Context: an optimization exercise on an open-source flow, tuned for small area, a short achievable clock period and few clock cycles per item. The choices shown serve that exercise and are no tape-out recipe. Function was checked by simulation only, so behaviour that the tests miss may differ from the original.

## flow/design.v (module list and top-level ports; edited modules follow where they fit)
// module ex_stage_mdu: 803 lines
// module mdu_fin: 18 lines
// module mdu_tree: 1062 lines
// module mdu_fa: 10 lines
// module mdu_ha: 9 lines
module ex_stage_mdu (
    input  logic        clock,
    input  logic        reset,
    input  logic        in_valid,
    output logic        in_ready,
    input  logic [4:0]  op,
    input  logic [31:0] operand_a,
    input  logic [31:0] operand_b,
    input  logic [1:0]  fwd_sel_a,
    input  logic [1:0]  fwd_sel_b,
    input  logic [31:0] wb_data,
    input  logic        is_jump,
    input  logic [31:0] pt_wdata_in,
    input  logic [4:0]  pt_rd_in,
    input  logic [31:0] pt_pc_in,
    input  logic        mem_stall,
    input  logic        flush,
    output logic        out_valid,
    output logic [31:0] res_out,
    output logic [31:0] pt_wdata_out,
    output logic [4:0]  pt_rd_out,
    output logic [31:0] pt_pc_out,
    output logic        redirect_valid,
    output logic [31:0] redirect_addr,
    output logic        busy
);
  // ...
==> flow/flow/run.sh <==
#!/bin/bash
# Standard ORFS layout; ports are buffered with a regular buffer instead of
# the delay cell buffer_ports picks by default.
set -euo pipefail
bash standard.sh "BUFFER_PORTS_ARGS=-buffer_cell sky130_fd_sc_hd__buf_4" finish > orfs_make.log 2>&1
==> flow/standard.sh <==
#!/bin/bash
# synth_recipe.tcl (not shown) runs the flow's synth.tcl, then flattens the netlist and writes it again
# the make line also repeats each setting of config.mk as NAME=value (left out here)
make -C /OpenROAD-flow-scripts/flow DESIGN_CONFIG=/design/flow/config.mk WORK_HOME=/design/flow/orfs CLKGATE_MAP_FILE= SYNTH_SCRIPT=/design/flow/synth_recipe.tcl "${@:-finish}"
==> flow/config.mk <==
export PLATFORM = sky130hd
export DESIGN_NAME = ex_stage_mdu
export DESIGN_NICKNAME = ex_stage_mdu
export VERILOG_FILES = /design/flow/design.v
export SDC_FILE = /design/flow/constraint.sdc
export NUM_CORES = 4
export LEC_CHECK = 0
export CAP_MARGIN = 20
export CORE_MARGIN = 2
export CORE_UTILIZATION = 30
export SETUP_SLACK_MARGIN = 1.0
export SLEW_MARGIN = 40
export SYNTH_HIERARCHICAL = 1
export SYNTH_MINIMUM_KEEP_SIZE = 0
==> flow/constraint.sdc <==
create_clock -name core_clock -period 16.0 [get_ports {clock}]
set_input_delay 3.2000 -clock core_clock [delete_from_list [all_inputs] [get_ports {clock}]]
set_output_delay 3.2000 -clock core_clock [all_outputs]
set_load 0.01 [all_outputs]
==> out/results.txt, run 1 <==
post-synthesis mux area share - 4.155%
simple-gate share of the synthesized area - 12.88%
mean number of vias per cell - 6.058
status - timing/DRC/antenna clean
Core Rows - 163
count of final hold-check violations - 0
post-place instance area - 65820 um^2
top-area cell type share of the netlist area - 16.39%
sequential area share after synthesis - 13.03%
ANT cells - 11
Met3 Wirelength - 25330 um
# nets final - 8174
hold slack final - 0.4676 ns
Post-CTS Setup Bufs - 13
Top reg by flops - quo
final wirelength - 312200 um
die area - 202200 um^2
count of flip-flops and latches - 276
Resize count post-CTS - 25
CTS tree - done
IO Port Bufs - 315
Worst Setup EP - redirect_addr[18]
Global Route Usage Sum - 29.77%
unrepaired setup endpoints after global routing - true
drt first-iter violations - 6913
DRT met1 WL - 122400 um
Post-DP HPWL - 256900 um
Core Area - 197400 um^2
multi-input combinational cell area - 48660 um^2
latest clock arrival within the worst-skew pair - 0.59 ns
Die Ht - 449.7 um
drt first pass iters - 6
Testbench counts, summed over its fixed seeds: cycles 174,192, instrs 160,000.
==> inputs of run 2 (changes only) <==
--- a/flow/config.mk
+++ b/flow/config.mk
@@ -7,2 +7,3 @@
 export LEC_CHECK = 0
+export ABC_AREA = 1
 export CAP_MARGIN = 20
@@ -10,3 +11,3 @@
 export CORE_UTILIZATION = 30
-export SETUP_SLACK_MARGIN = 1.0
+export SETUP_SLACK_MARGIN = 3.0
 export SLEW_MARGIN = 40
==> out/results.txt, run 2 <==
status - timing/DRC/antenna clean
RD Place Congestion - 1.075
Clock Sinks - 276
vias in the first global route - 66192
unrepaired setup endpoints after global routing - true
H-tree depth - 2
top-area cell type share of the netlist area - 16.19% (-0.21 points)
Post-synth EDFFs - 172
sequential area share after synthesis - 12.86% (-0.16 points)
Worst EP arrival - 10.33 ns
Hold/Removal Path Class - flop to flop
Final WS setup - 2.474 ns
Worst setup EP type - primary output
FF+latch area - 7764 um^2
crit path from - fwd_sel_a[0]
top cells by count, synth - nand2_1, inv_1, nand3_1
IO Port Bufs - 315 (unchanged)
number of synthesized register bits - 276
Worst-path clk slew - 0.06 ns
first-pass GRT wire length - 490500 um
Top reg by flops - quo
Area contributors post-synth - fa_1, nand2_1, xor2_1
Die Wd - 452.5 um
root buf cell - clkbuf_16
routed len/inst - 29.63 um
total CTS buffers - 34
drt first pass iters - 9 (+3)
Synth area leader - fa_1
flip-flop count of the largest register after layout - 33
Global Route Usage Sum - 33.24% (+3.5 points)
Synth Area in Compound Gates - 15.57%
post-synthesis mux area share - 0.3649% (-3.8 points)
non-filler cells, final - 11885
initial core utilization - 30.20%
layout cell share with drive strength beyond 1 - 20.33%
Mean Syn Cell Area - 6.873 um^2
Synth Area in Adders - 23.90%
multi-input combinational cell area - 51070 um^2 (+5.0%)
commonest non-fill, non-tap cell in the layout - nand2_1
final wirelength - 352100 um (+13%)
# nets final - 10230 (+25%)
most frequent cells in the layout - nand2_1, inv_1, buf_4, nand3_1, xor2_1
count of final hold-check violations - 0 (unchanged)
setup tns final - 0 ns
max cap viols - 0
most common cell in the netlist - nand2_1
fmax - 73.93 MHz
WS Path Type - input pin to primary output
post-synthesis xor/xnor area fraction - 10.24%
largest net degree at the start of global routing - 106
Cells after Synth - 8781
Core Area - 199900 um^2 (+1.2%)
latest clock arrival within the worst-skew pair - 0.59 ns (about the same)
max-slew violations - 0
simple-gate share of the synthesized area - 26.59% (+14 points)
Clock Tree Buf Depth - 3
Worst path most repeated cell - fa_1
initial antenna violation count - 25
type of origin of the critical path - input pin
Primary FF master, synth - edfxtp_1
Remaining DRCs - 0
ys async rst share - 37.32%
IO Count - 317
Hold Path Origin - d_pc[30]
Largest delay share family, worst path - adder cells
vias - 67855
min Tclk post-route - 13.53 ns
Worst-Margin Slew - 0.9018 ns
worst r2r src - dvs[0]
total grt overflow - 0
mean number of vias per cell - 5.709 (-5.8%)
Place WS - 0.6086 ns
main combinational cell family by area after synthesis - simple AND/OR/NAND/NOR gates
DP Cell Count - 11428
Netlist cell types - 68
CTS tree - done
die area - 204800 um^2 (+1.3%)
crit path max fanout - 32
hold slack final - 0.4607 ns (-0.006851 ns)
Post-DP HPWL - 277300 um (+7.9%)
Core Rows - 164 (+0.61%)
YS warnings - 10
synthesized area - 60350 um^2
slowest stage cell, crit path - fa_2
area grow syn2layout - 25.90%
period utilization - 84.53%
Data required, critical path - 12.80 ns
drt first-iter violations - 7523 (+8.8%)
Die Ht - 452.5 um (+0.63%)
final setup fails - 0
fill cell count - 21066
Clock Skews - 0.03167 ns
CP max stage delay - 0.67 ns
Bufs and invs on worst path - 9
antenna viol nets, final - 0
Slew HR - 39.25%
run 2: through the flow:
stage / area, um^2 / util [%]
after global placement: 65700 / 32.87
after floorplan: 60660 / -
after CTS: 74230 / 37.14
after global routing: 75950 / 38.00
final: 75980 / 38.02
after detailed placement: 65780 / 32.91
run 2: final timing paths:
path	endpoint	slack, ns	cells past startpoint
max reg2reg	res_out[29]	3.69	61
min in group asynchronous	res_out[1]	2.66	1
min	pt_pc_out[30]	0.46	2
max in group asynchronous	pt_rd_out[1]	12.22	2
max	redirect_addr[2]	2.47	29
min reg2reg	pt_pc_out[30]	0.46	2
run 2: what timing repair did:
action | in CTS | in global routing
hold buffers | 0 | 0
cloned | 20 | 2
pin swaps | 208 | 121
gates resized for setup | 877 | 261
endpoints found under the setup margin | 125 | 128
setup buffers | 316 | 44
run 2: kinds of logic after synthesis:
logic type | count (synthesis)
xor gates and xnor gates | 705
other | 4
and+or+nand+nor | 3800
DFF | 276
adders and majority gates | 860
buffers and inverters | 1512
muxes | 22
AOI/OAI and AO/OA | 1602
run 2: layout make-up:
class	instances	area share, %
Multi-Input combinational cell	7009	67.22
Timing Repair Buffer	959	12.00
Sequential cell	276	10.22
Inverter	910	4.733
Tap cell	2656	4.374
Clock buffer	47	1.238
Clock inverter	15	0.1811
Antenna cell	13	0.04281
run 2: metal layers:
metal	track usage (%)	wire length, um
met1	39.91	131600
met2	52.03	155000
met3	6.807	31370
met4	25.66	33970
met5	0	172
run 2: worst register-to-register path, delay by kind of cell, from the launching register on:
kind	cells	cell delay, ns
AOI/OAI and AO/OA	24	6.11
xor gates and xnor gates	1	0.09
adders and majority gates	4	1.27
buffers and inverters	9	1.34
DFF	1	0.67
and+or+nand+nor	23	2.70
run 2: Yosys stat by module, one instance, submodules excluded:
module	cells inside	times used	flip-flops and latches	area [um^2]
ex_stage_mdu	6542	1	276	42050
mdu_fin	1582	1	0	7124
mdu_tree	130	1	0	968.4
mdu_fa	1	481	0	20.02
mdu_ha	1	46	0	12.51
==> inputs of run 3 (changes only) <==
--- a/flow/config.mk
+++ b/flow/config.mk
@@ -11,3 +11,3 @@
 export CORE_UTILIZATION = 30
-export SETUP_SLACK_MARGIN = 3.0
+export SETUP_SLACK_MARGIN = 2.0
 export SLEW_MARGIN = 40
==> out/results.txt, run 3 <==
status - timing/DRC/antenna clean
mean number of vias per cell - 5.626 (-1.5%)
DP Cell Count - 11578 (+1.3%)
max-slew violations - 0 (unchanged)
Post-synth EDFFs - 172 (unchanged)
IO Count - 317 (unchanged)
final setup fails - 0 (unchanged)
Clock Skews - 0.03727 ns (+0.005603 ns)
commonest non-fill, non-tap cell in the layout - nand2_1
number of synthesized register bits - 276 (unchanged)
non-filler cells, final - 11774 (-0.93%)
CP max stage delay - 0.61 ns (-0.06 ns)
Worst setup EP type - primary output
sequential area share after synthesis - 12.86% (unchanged)
Data required, critical path - 12.80 ns (about the same)
top-area cell type share of the netlist area - 16.19% (unchanged)
fmax - 71.70 MHz (-3.0%)
antenna viol nets, final - 0 (unchanged)
most common cell in the netlist - nand2_1
vias - 66242 (-2.4%)
final wirelength - 339900 um (-3.5%)
setup tns final - 0 ns (unchanged)
post-place instance area - 66990 um^2 (+1.8%)
type of origin of the critical path - input pin
IO Port Bufs - 315 (unchanged)
layout cell share with drive strength beyond 1 - 14.99% (-5.3 points)
Post-DP HPWL - 278100 um (+0.31%)
fill cell count - 21507 (+2.1%)
Die Ht - 452.5 um (unchanged)
crit path max fanout - 21 (-34%)
Top reg by flops - quo
Worst EP arrival - 10.75 ns (+0.42 ns)
initial core utilization - 30.20% (unchanged)
Mean Syn Cell Area - 6.873 um^2 (unchanged)
area grow syn2layout - 17.92%
synthesized area - 60350 um^2 (unchanged)
Cells after Synth - 8781 (unchanged)
max cap viols - 0 (unchanged)
H-tree depth - 2 (unchanged)
Clock Sinks - 276 (unchanged)
# nets final - 10115 (-1.1%)
final instance area - 71170 um^2 (-6.3%)
WS Path Type - input pin to primary output
drt first-iter violations - 7493 (-0.40%)
Worst path most repeated cell - fa_1
routed len/inst - 28.87 um (-2.6%)
CTS tree - done
Die Wd - 452.5 um (unchanged)
first-pass GRT wire length - 475600 um (-3.0%)
latest clock arrival within the worst-skew pair - 0.57 ns (-0.02 ns)
Core Area - 199900 um^2 (unchanged)
Global Route Usage Sum - 32.11% (-1.1 points)
total grt overflow - 0 (unchanged)
hold slack final - 0.4603 ns (-0.0004750 ns)
min Tclk post-route - 13.95 ns (+0.4208 ns)
Synth area leader - fa_1
Core Rows - 164 (unchanged)
Primary FF master, synth - edfxtp_1
Clock Tree Buf Depth - 3 (unchanged)
Bufs and invs on worst path - 7 (-2)
drt first pass iters - 8 (-1)
initial antenna violation count - 25 (unchanged)
Remaining DRCs - 0 (unchanged)
ys async rst share - 37.32% (unchanged)
slowest stage cell, crit path - fa_1
Slew HR - 26.58% (-13 points)
count of final hold-check violations - 0 (unchanged)
Largest delay share family, worst path - adder cells
Area contributors post-synth - fa_1, nand2_1, xor2_1
Worst-path clk slew - 0.06 ns (about the same)
die area - 204800 um^2 (unchanged)
largest net degree at the start of global routing - 89 (-16%)
period utilization - 87.16% (+2.6 points)
root buf cell - clkbuf_16
RD Place Congestion - 1.074 (-0.13%)
Worst-Margin Slew - 1.097 ns (+0.1953 ns)
most frequent cells in the layout - nand2_1, inv_1, buf_4, nand3_1, xor2_1
vias in the first global route - 64390 (-2.7%)
total CTS buffers - 34 (unchanged)
unrepaired setup endpoints after global routing - true
top cells by count, synth - nand2_1, inv_1, nand3_1
YS warnings - 10 (unchanged)
flip-flop count of the largest register after layout - 33 (unchanged)
Hold/Removal Path Class - flop to flop
Netlist cell types - 68 (unchanged)
## run 3: stage by stage
stage / setup WS, ns / util (%)
floorplan: 2.131 / -
global placement: 0.4362 / 33.37
detailed placement: 0.8496 / 33.52
CTS: 1.973 / 34.71
global route: 1.953 / 35.60
finish: 2.054 / 35.61
## run 3: what timing repair did
item,4_1_cts,5_1_grt
buffers inserted,69,42
hold buffers,0,0
pin swaps,22,72
gates resized for setup,117,271
endpoints found under the setup margin,31,91
gates cloned,2,3
## run 3: per-layer routing
metal | track usage, % | share of wire, % | vias to the layer above
met5 | 0 | 0.012 | -
met4 | 25.07 | 9.8 | 6
met3 | 5.998 | 8.1 | 1041
met2 | 50.20 | 44 | 3600
met1 | 38.85 | 38 | 32066
li1 | - | - | 29529
## run 3: path summary, 6_finish.rpt
check / cells past startpoint / slack [ns] / from / to
max in group asynchronous: 2 / 12.69 / reset / pt_wdata_out[4]
hold / removal: 2 / 0.46 / d_pc[26] / pt_pc_out[26]
setup reg to reg: 65 / 2.99 / quo[32] / res_out[9]
setup / recovery: 28 / 2.05 / fwd_sel_b[0] / redirect_addr[5]
min in group asynchronous: 2 / 2.76 / reset / pt_wdata_out[6]
hold reg to reg: 2 / 0.46 / d_pc[26] / pt_pc_out[26]
## run 3: cell families (layout without fill, tap and decap cells)
family / count (synthesis) / after routing / share of synthesized area (%)
flops: 276 / 276 / 12.86
xor+xnor: 705 / 705 / 10.24
simple gates: 3800 / 3800 / 26.59
compound gates: 1602 / 1602 / 15.57
mux: 22 / 22 / 0.3649
other cells: 4 / 37 / 0.02487
fa+ha+maj: 860 / 860 / 23.90
buf+inv: 1512 / 1816 / 10.45
## run 3: layout make-up
type                    instances  area [um^2]  share of cell area (%)
diodes                         18        45.04                 0.06329
clock buffers                  50        970.9                   1.364
clock inverters                11        110.1                  0.1547
inverters                     910         3510                   4.932
multi-input cells            7008        48260                   67.81
flip-flops and latches        276         7766                   10.91
well taps                    2656         3323                   4.670
repair buffers                842         7158                   10.06
repair inverters                3        25.02                 0.03516
## run 3: worst min-delay path: cells and delay by family, from the launching register on
family / cells / cell delay, ns
DFF: 1 / 0.32
and+or+nand+nor: 2 / 0.11
## run 3: Yosys stat by module (local to each module, per instance)
module / area (um^2) / flops+latches / copies in the design / cells
ex_stage_mdu: 42050 / 276 / 1 / 6542
mdu_fa: 20.02 / 0 / 481 / 1
mdu_fin: 7124 / 0 / 1 / 1582
mdu_ha: 12.51 / 0 / 46 / 1
mdu_tree: 968.4 / 0 / 1 / 130

-- static timing again, ports no longer ideal --
In the flow no input, the clock included, has a driving cell. The finished layouts below were timed again as built, in two steps.
Step 1 (the two cells are an assumption about what drives the block):
set clk [get_ports {clock}]
set_driving_cell -lib_cell sky130_fd_sc_hd__clkbuf_16 $clk
set_driving_cell -lib_cell sky130_fd_sc_hd__buf_2 [delete_from_list [all_inputs] $clk]
Step 2 moves the port delays by t, midway between the first and last clock arrival at a register: inputs arrive t later, outputs are due t later. That takes back most of the time a late clock gives input paths.
Three values: ideal ports, drivers, drivers and shift; two values: the first two.
run | t (ns) | setup slack, ns | hold slack, ns
run 1 | 0.627 | 1.218 / 1.183 / 1.025 | 0.468 / 0.468 / 0.468
run 2 | 0.628 | 2.474 / 2.369 / 2.068 | 0.461 / 0.461 / 0.461
run 3 | 0.607 | 2.054 / 1.981 / 1.981 | 0.460 / 0.460 / 0.460
After both steps setup and hold are still met in every run listed. For run 2, which loses most, drivers alone change the setup slack by -0.105 ns; drivers and shift together by -0.406 ns.
